Source: an optimization exercise on an open RTL-to-GDS flow (aim: small area, a short achievable clock period and few clock cycles per item). Production flows keep margins and buffers that such runs may drop.
Only simulation tests tie the RTL to the original design; equivalence was not proved.

lane 1:
## yuv_to_rgb_top
module yuv_to_rgb_top (
	input logic CLOCK_50_I,
	input logic Resetn,
	input logic [31:0] in_pair,
	input logic in_valid,
	output logic in_ready,
	output logic [15:0] out_word,
	output logic out_valid,
	input logic out_ready
);
Size: ~1,800 cells after synthesis, about 390 flip-flops, ~54 I/O pins, roughly 24,000 um^2 of cells after synthesis.
clock: 12.0 ns
lec_check: 0
cap_margin: 20
core_margin: 2
core_utilization: 40
cts_buf_list: sky130_fd_sc_hd__clkbuf_16
cts_cluster_diameter: 120
cts_cluster_size: 32
slew_margin: 20
standard.sh (not shown) runs the stock make flow with config.mk's settings and CLKGATE_MAP_FILE= SYNTH_SCRIPT=/design/flow/synth_recipe.tcl, a recipe that flattens the netlist after the stock synthesis.
==> flow/flow/run.sh <==
#!/bin/bash
# The standard layout (standard.sh) with two changes to how it is made; the
# clock period and constraints are unchanged:
# - ports get a plain buffer (buf_2) instead of the delay cell buffer_ports
#   picks by default;
# - ORFS's repair_timing is asked for a setup margin, so the resizer works on
#   paths longer than the period less the margin.
set -euo pipefail
MARGIN=8.5
sed "s|^make -C |make SETUP_SLACK_MARGIN=$MARGIN SKIP_GATE_CLONING=1 'BUFFER_PORTS_ARGS=-buffer_cell sky130_fd_sc_hd__buf_2' -C |" standard.sh > flow_margin.sh
grep -q "SETUP_SLACK_MARGIN=$MARGIN" flow_margin.sh
bash flow_margin.sh finish > make.log 2>&1
Testbench counts of lane 1, summed over its fixed seeds: cycles 23,360, items 7,680.
The inputs of lane 2 differ from those of lane 1 as listed below.
- a change of CTS_CLUSTER_SIZE from 32 to 25
- a change of CTS_CLUSTER_DIAMETER from 120 to 100
- an added PLACE_DENSITY of 0.7
- a change of CORE_UTILIZATION from 40 to 55
Findings:
Diff lane 2..lane 1 | cell area after synthesis | unchanged. Against lane 1, via count in lane 2 came out worse. NOTE routed length on met1 lane 1->lane 2 decreased by a little under 10%. Clock period minus worst slack for lane 2 is higher than for lane 1. As far as max-slew violation count goes, lane 2 and lane 1 are indistinguishable; the numbers are identical. Compared with lane 1, lane 2 shows a total met2 wirelength after detailed routing that is 3.4% lower. Lane 1 leaves more setup margin than lane 2. Aggregate routed wire length (lane 2 vs. lane 1) decreases by a few percent.

========
yuv_to_rgb_top again, from the RTL that the note above started with.
clock: 12.0 ns
lec_check: 0
cap_margin: 20
core_margin: 2
core_utilization: 40
cts_buf_list: sky130_fd_sc_hd__clkbuf_16
cts_cluster_diameter: 100
cts_cluster_size: 25
slew_margin: 20
Scripts as last shown in full above: flow/flow/run.sh
The starting point went through all stages and came out clean.
Testbench counts at the start, summed over its fixed seeds: cycles 23,360, items 7,680.
Edit:
--- a/flow/flow/run.sh
+++ b/flow/flow/run.sh
@@ -8,3 +8,3 @@
 set -euo pipefail
-MARGIN=8.5
+MARGIN=8.3
 sed "s|^make -C |make SETUP_SLACK_MARGIN=$MARGIN SKIP_GATE_CLONING=1 'BUFFER_PORTS_ARGS=-buffer_cell sky130_fd_sc_hd__buf_2' -C |" standard.sh > flow_margin.sh
The new run finished with timing, DRC and antenna clean; critical path depth rose by 11; fmax came out lower by 1.8%; count of clock-buffer cells in the layout does not change; wire length went down by 1.7%; setup slack gets worse by 0.064 ns; design area is lower by about 2.8%; cell count drops by about 1.8%; area after synthesis stays the same; clock skew rose by 0.0078 ns; first-iteration DRC count shrinks by 6.1%.
Edit:
--- a/flow/flow/run.sh
+++ b/flow/flow/run.sh
@@ -8,3 +8,3 @@
 set -euo pipefail
-MARGIN=8.3
+MARGIN=8.5
 sed "s|^make -C |make SETUP_SLACK_MARGIN=$MARGIN SKIP_GATE_CLONING=1 'BUFFER_PORTS_ARGS=-buffer_cell sky130_fd_sc_hd__buf_2' -C |" standard.sh > flow_margin.sh
- CTS_BUF_LIST: sky130_fd_sc_hd__clkbuf_16 -> not set
- CTS_CLUSTER_DIAMETER: 100 -> not set
- CTS_CLUSTER_SIZE: 25 -> not set
Count of clock-buffer cells in the layout came out higher by 45.
Fmax came out higher by 1.8%.
Die area does not change.
Final area came out higher by 5.4%.
Worst setup slack gains 0.065 ns.
Synthesized area does not change.
Edit:
- CTS_BUF_LIST: not set -> sky130_fd_sc_hd__clkbuf_8
- CTS_CLUSTER_DIAMETER: not set -> 60
- CTS_CLUSTER_SIZE: not set -> 15
Worst setup slack is worse by 0.040 ns.
Sequential share of layout area is higher by 0.97 points.
Final area is lower by 2.3%.
Worst hold slack is better by 0.0052 ns.
Die area is unchanged.
Non-clock buffer count is unchanged.
Count of clock-buffer cells in the layout is lower by 28.
Final cell count is lower by 0.43%.

========
yuv_to_rgb_top, a different RTL version from the one above (not shown whole).
Size: about 1,700 cells after synthesis, about 380 flip-flops, roughly 54 I/O pins, about 23,000 um2 of cells after synthesis.
==> flow/config.mk <==
export PLATFORM = sky130hd
export DESIGN_NAME = yuv_to_rgb_top
export DESIGN_NICKNAME = yuv_to_rgb_top
export VERILOG_FILES = /design/flow/design.v
export SDC_FILE = /design/flow/constraint.sdc
export NUM_CORES = 4
export LEC_CHECK = 0
export CAP_MARGIN = 20
export CORE_MARGIN = 2
export CORE_UTILIZATION = 40
export CTS_BUF_LIST = sky130_fd_sc_hd__clkbuf_16
export CTS_CLUSTER_DIAMETER = 100
export CTS_CLUSTER_SIZE = 25
export SLEW_MARGIN = 20
export TNS_END_PERCENT = 0
==> flow/constraint.sdc <==
create_clock -name core_clock -period 12.0 [get_ports {CLOCK_50_I}]
set_input_delay 2.4000 -clock core_clock [delete_from_list [all_inputs] [get_ports {CLOCK_50_I}]]
set_output_delay 2.4000 -clock core_clock [all_outputs]
set_load 0.01 [all_outputs]
==> flow/flow/run.sh <==
#!/bin/bash
# The standard layout (standard.sh) with two changes to how it is made; the
# clock period and constraints are unchanged:
# - ports get a plain buffer (buf_2) instead of the delay cell buffer_ports
#   picks by default;
# - ORFS's repair_timing is asked for a setup margin, so the resizer works on
#   paths longer than the period less the margin.
set -euo pipefail
MARGIN=8.5
sed "s|^make -C |make SETUP_SLACK_MARGIN=$MARGIN SKIP_GATE_CLONING=1 'BUFFER_PORTS_ARGS=-buffer_cell sky130_fd_sc_hd__buf_2' -C |" standard.sh > flow_margin.sh
grep -q "SETUP_SLACK_MARGIN=$MARGIN" flow_margin.sh
bash flow_margin.sh finish > make.log 2>&1
The baseline completed without violations.
Testbench counts at the start, summed over its fixed seeds: cycles 23,360, items 7,680.
==> next run, changes <==
==> flow/run.sh (new file) <==
#!/bin/bash
# synth_recipe.tcl (not shown) runs the flow's synth.tcl, then flattens the netlist and writes it again
# the make line also repeats each setting of config.mk as NAME=value (left out here)
make -C /OpenROAD-flow-scripts/flow DESIGN_CONFIG=/design/flow/config.mk WORK_HOME=/design/flow/orfs CLKGATE_MAP_FILE= SYNTH_SCRIPT=/design/flow/synth_recipe.tcl finish
--- a/flow/config.mk
+++ b/flow/config.mk
@@ -13,3 +13,2 @@
 export CTS_CLUSTER_SIZE = 25
 export SLEW_MARGIN = 20
-export TNS_END_PERCENT = 0
removed: flow/flow/run.sh
removed: flow/standard.sh
Via count drops slightly.
Worst setup slack gets worse by 860 ps.
Count of clock-buffer cells in the layout is unchanged.
Non-clock buffer count drops by 41.
Final area drops slightly.
Sequential cell count stays the same.
Area after synthesis is unchanged.
Hold slack gets worse by 5.2 ps.

========
Setup of v54:
yuv_to_rgb_top again, from the RTL that the note above started with.
==> flow/design.v (excerpt) <==
module yuv_to_rgb_top (
	input logic CLOCK_50_I,
	input logic Resetn,
	input logic [31:0] in_pair,
	input logic in_valid,
	output logic in_ready,
	output logic [15:0] out_word,
	output logic out_valid,
	input logic out_ready
);
	logic [15:0] win [6];
	logic [15:0] yq [4];
	logic [1:0] ph, ph_n;
	logic areg, t1, wf;
	logic areg_n, t1_n, wf_n;
	logic [7:0] cnt, cnt_n;
	logic [1:0] fl, pd, fl_n, pd_n;
	logic go;
	logic a0, adv, ld;
	logic step_ok, acc, fstep, pstep, stv;
	logic fs, ps;
	logic [7:0] c0, c1, c2, c3, c4, c5;
	logic [8:0] fp, fq, fr;
	logic [9:0] fa_n, fb_n, fa, fb;
	logic fc_n, fc;
	logic [7:0] fir_q;
	logic [7:0] ym, pu, pv;
	logic [24:0] tm, pt;
	logic [2:0] lr_n, lg_n, lr, lg;
	logic [2:0] lb_n, lb;
	logic [13:0] rpa_n, rpb_n, rpa, rpb, gpa_n, gpb_n, gpa, gpb;
	logic [14:0] bpa_n, bpb_n, bpa, bpb;
	logic [9:0] r_n, g_n;
	logic [10:0] b_n;
	logic [7:0] rs, gs, bs;
	logic [15:0] word;
	assign a0 = (ph == 2'd0) && wf;
	assign go = !out_valid || out_ready;
	assign adv = go && (a0 || areg || t1);
  ...
export LEC_CHECK = 0
export CAP_MARGIN = 20
export CORE_MARGIN = 2
export CORE_UTILIZATION = 40
export CTS_BUF_LIST = sky130_fd_sc_hd__clkbuf_16
export CTS_CLUSTER_DIAMETER = 100
export CTS_CLUSTER_SIZE = 25
export SLEW_MARGIN = 20
create_clock -name core_clock -period 12.0 [get_ports {CLOCK_50_I}]
==> flow/flow/run.sh <==
#!/bin/bash
# The standard layout (standard.sh) with two changes to how it is made; the
# clock period and constraints are unchanged:
# - ports get a plain buffer (buf_2) instead of the delay cell buffer_ports
#   picks by default;
# - ORFS's repair_timing is asked for a setup margin, so the resizer works on
#   paths longer than the period less the margin.
set -euo pipefail
MARGIN=8.5
sed "s|^make -C |make SETUP_SLACK_MARGIN=$MARGIN SKIP_GATE_CLONING=1 'BUFFER_PORTS_ARGS=-buffer_cell sky130_fd_sc_hd__buf_2' -C |" standard.sh > flow_margin.sh
grep -q "SETUP_SLACK_MARGIN=$MARGIN" flow_margin.sh
bash flow_margin.sh finish > make.log 2>&1
Testbench counts of v54, summed over its fixed seeds: cycles 23,360, items 7,680.
What v21 does differently from v54 at the input level:
-- flow/flow/run.sh --
<<< v54, line 7
#   paths longer than the period less the margin.
set -euo pipefail
MARGIN=8.5
sed "s|^make -C |make SETUP_SLACK_MARGIN=$MARGIN SKIP_GATE_CLONING=1 'BUFFER_PORTS_ARGS=-buffer_cell sky130_fd_sc_hd__buf_2' -C |" standard.sh > flow_margin.sh
grep -q "SETUP_SLACK_MARGIN=$MARGIN" flow_margin.sh
>>> v21, line 7
#   paths longer than the period less the margin.
set -euo pipefail
MARGIN=8.45
sed "s|^make -C |make SETUP_SLACK_MARGIN=$MARGIN SKIP_GATE_CLONING=1 'BUFFER_PORTS_ARGS=-buffer_cell sky130_fd_sc_hd__buf_2' -C |" standard.sh > flow_margin.sh
grep -q "SETUP_SLACK_MARGIN=$MARGIN" flow_margin.sh
Against v54, total met3 wirelength after detailed routing in v21 fell by a few percent. The launching element of the worst setup path comes out pv[5] in one run and out_word[1] in the other, namely in v21 and v54 respectively.
### v21 -> v56
-- flow/flow/run.sh --
<<< v21, line 7
#   paths longer than the period less the margin.
set -euo pipefail
MARGIN=8.45
sed "s|^make -C |make SETUP_SLACK_MARGIN=$MARGIN SKIP_GATE_CLONING=1 'BUFFER_PORTS_ARGS=-buffer_cell sky130_fd_sc_hd__buf_2' -C |" standard.sh > flow_margin.sh
grep -q "SETUP_SLACK_MARGIN=$MARGIN" flow_margin.sh
>>> v56, line 7
#   paths longer than the period less the margin.
set -euo pipefail
MARGIN=8.4
sed "s|^make -C |make SETUP_SLACK_MARGIN=$MARGIN SKIP_GATE_CLONING=1 'BUFFER_PORTS_ARGS=-buffer_cell sky130_fd_sc_hd__buf_2' -C |" standard.sh > flow_margin.sh
grep -q "SETUP_SLACK_MARGIN=$MARGIN" flow_margin.sh
Results
- Against v21 as the reference, v56 delivers a higher achievable frequency.
- Comparing v56 and v21, fraction of final layout cells with drive strength greater than 1 is higher on v21.
- In terms of global-route usage, v21 and v56 differ only marginally.
- Sort v56 and v21 by final clock period utilization by the worst path asc -> top: v56
- Max initial antenna violation count across v56 and v21: v56
- Compared with v21, the detailed router inserted more vias in v56.
- [compare] base=v21 new=v56: setup slack +0.062 ns; aggregate routed wire length went up by 410 um; global-route wire length before repair decreased 550 um.

[what the ideal ports hide]
The results above use ideal ports. As a check the final layouts listed here were re-extracted and re-timed, cells and wires unchanged.
Step 1 assumes that a clkbuf_16 drives the clock port and a buf_2 every other input.
Step 2 times the ports against the registers' clock, not the clock port: input delays grow and output delays shrink by t, the midpoint of the rising clock arrivals with the driver on.
Slacks: ideal / step 1 / step 2; pairs: ideal / step 1.
run	t, ns	setup slack, ns	hold slack, ns
lane 1	0.592	8.457 / 8.405 / 8.086	0.420 / 0.420 / 0.420
lane 2	0.604	8.447 / 8.394 / 8.038	0.419 / 0.419 / 0.419
the first run of note 2	0.605	8.467 / 8.414 / 8.075	0.418 / 0.418 / 0.418
the second run of note 2	0.614	8.404 / 8.363 / 7.881	0.420 / 0.420 / 0.420
the third run of note 2	0.631	8.468 / 8.415 / 7.981	0.417 / 0.417 / 0.417
the fourth run of note 2	0.645	8.428 / 8.379 / 7.977	0.422 / 0.422 / 0.422
the first run of note 3	0.601	8.375 / 8.364 / 7.908	0.421 / 0.421 / 0.421
the second run of note 3	0.601	7.518 / 7.551 / 6.950	0.416 / 0.416 / 0.416
v54	0.590	8.476 / 8.423 / 8.044	0.419 / 0.419 / 0.419
v21	0.603	8.391 / 8.391 / 8.011	0.423 / 0.423 / 0.423
v56	0.598	8.453 / 8.400 / 8.004	0.421 / 0.421 / 0.421
After both steps every run listed still meets setup and hold. For the second run of note 3, which loses most, drivers alone change the setup slack by +0.033 ns; drivers and shift together by -0.568 ns.
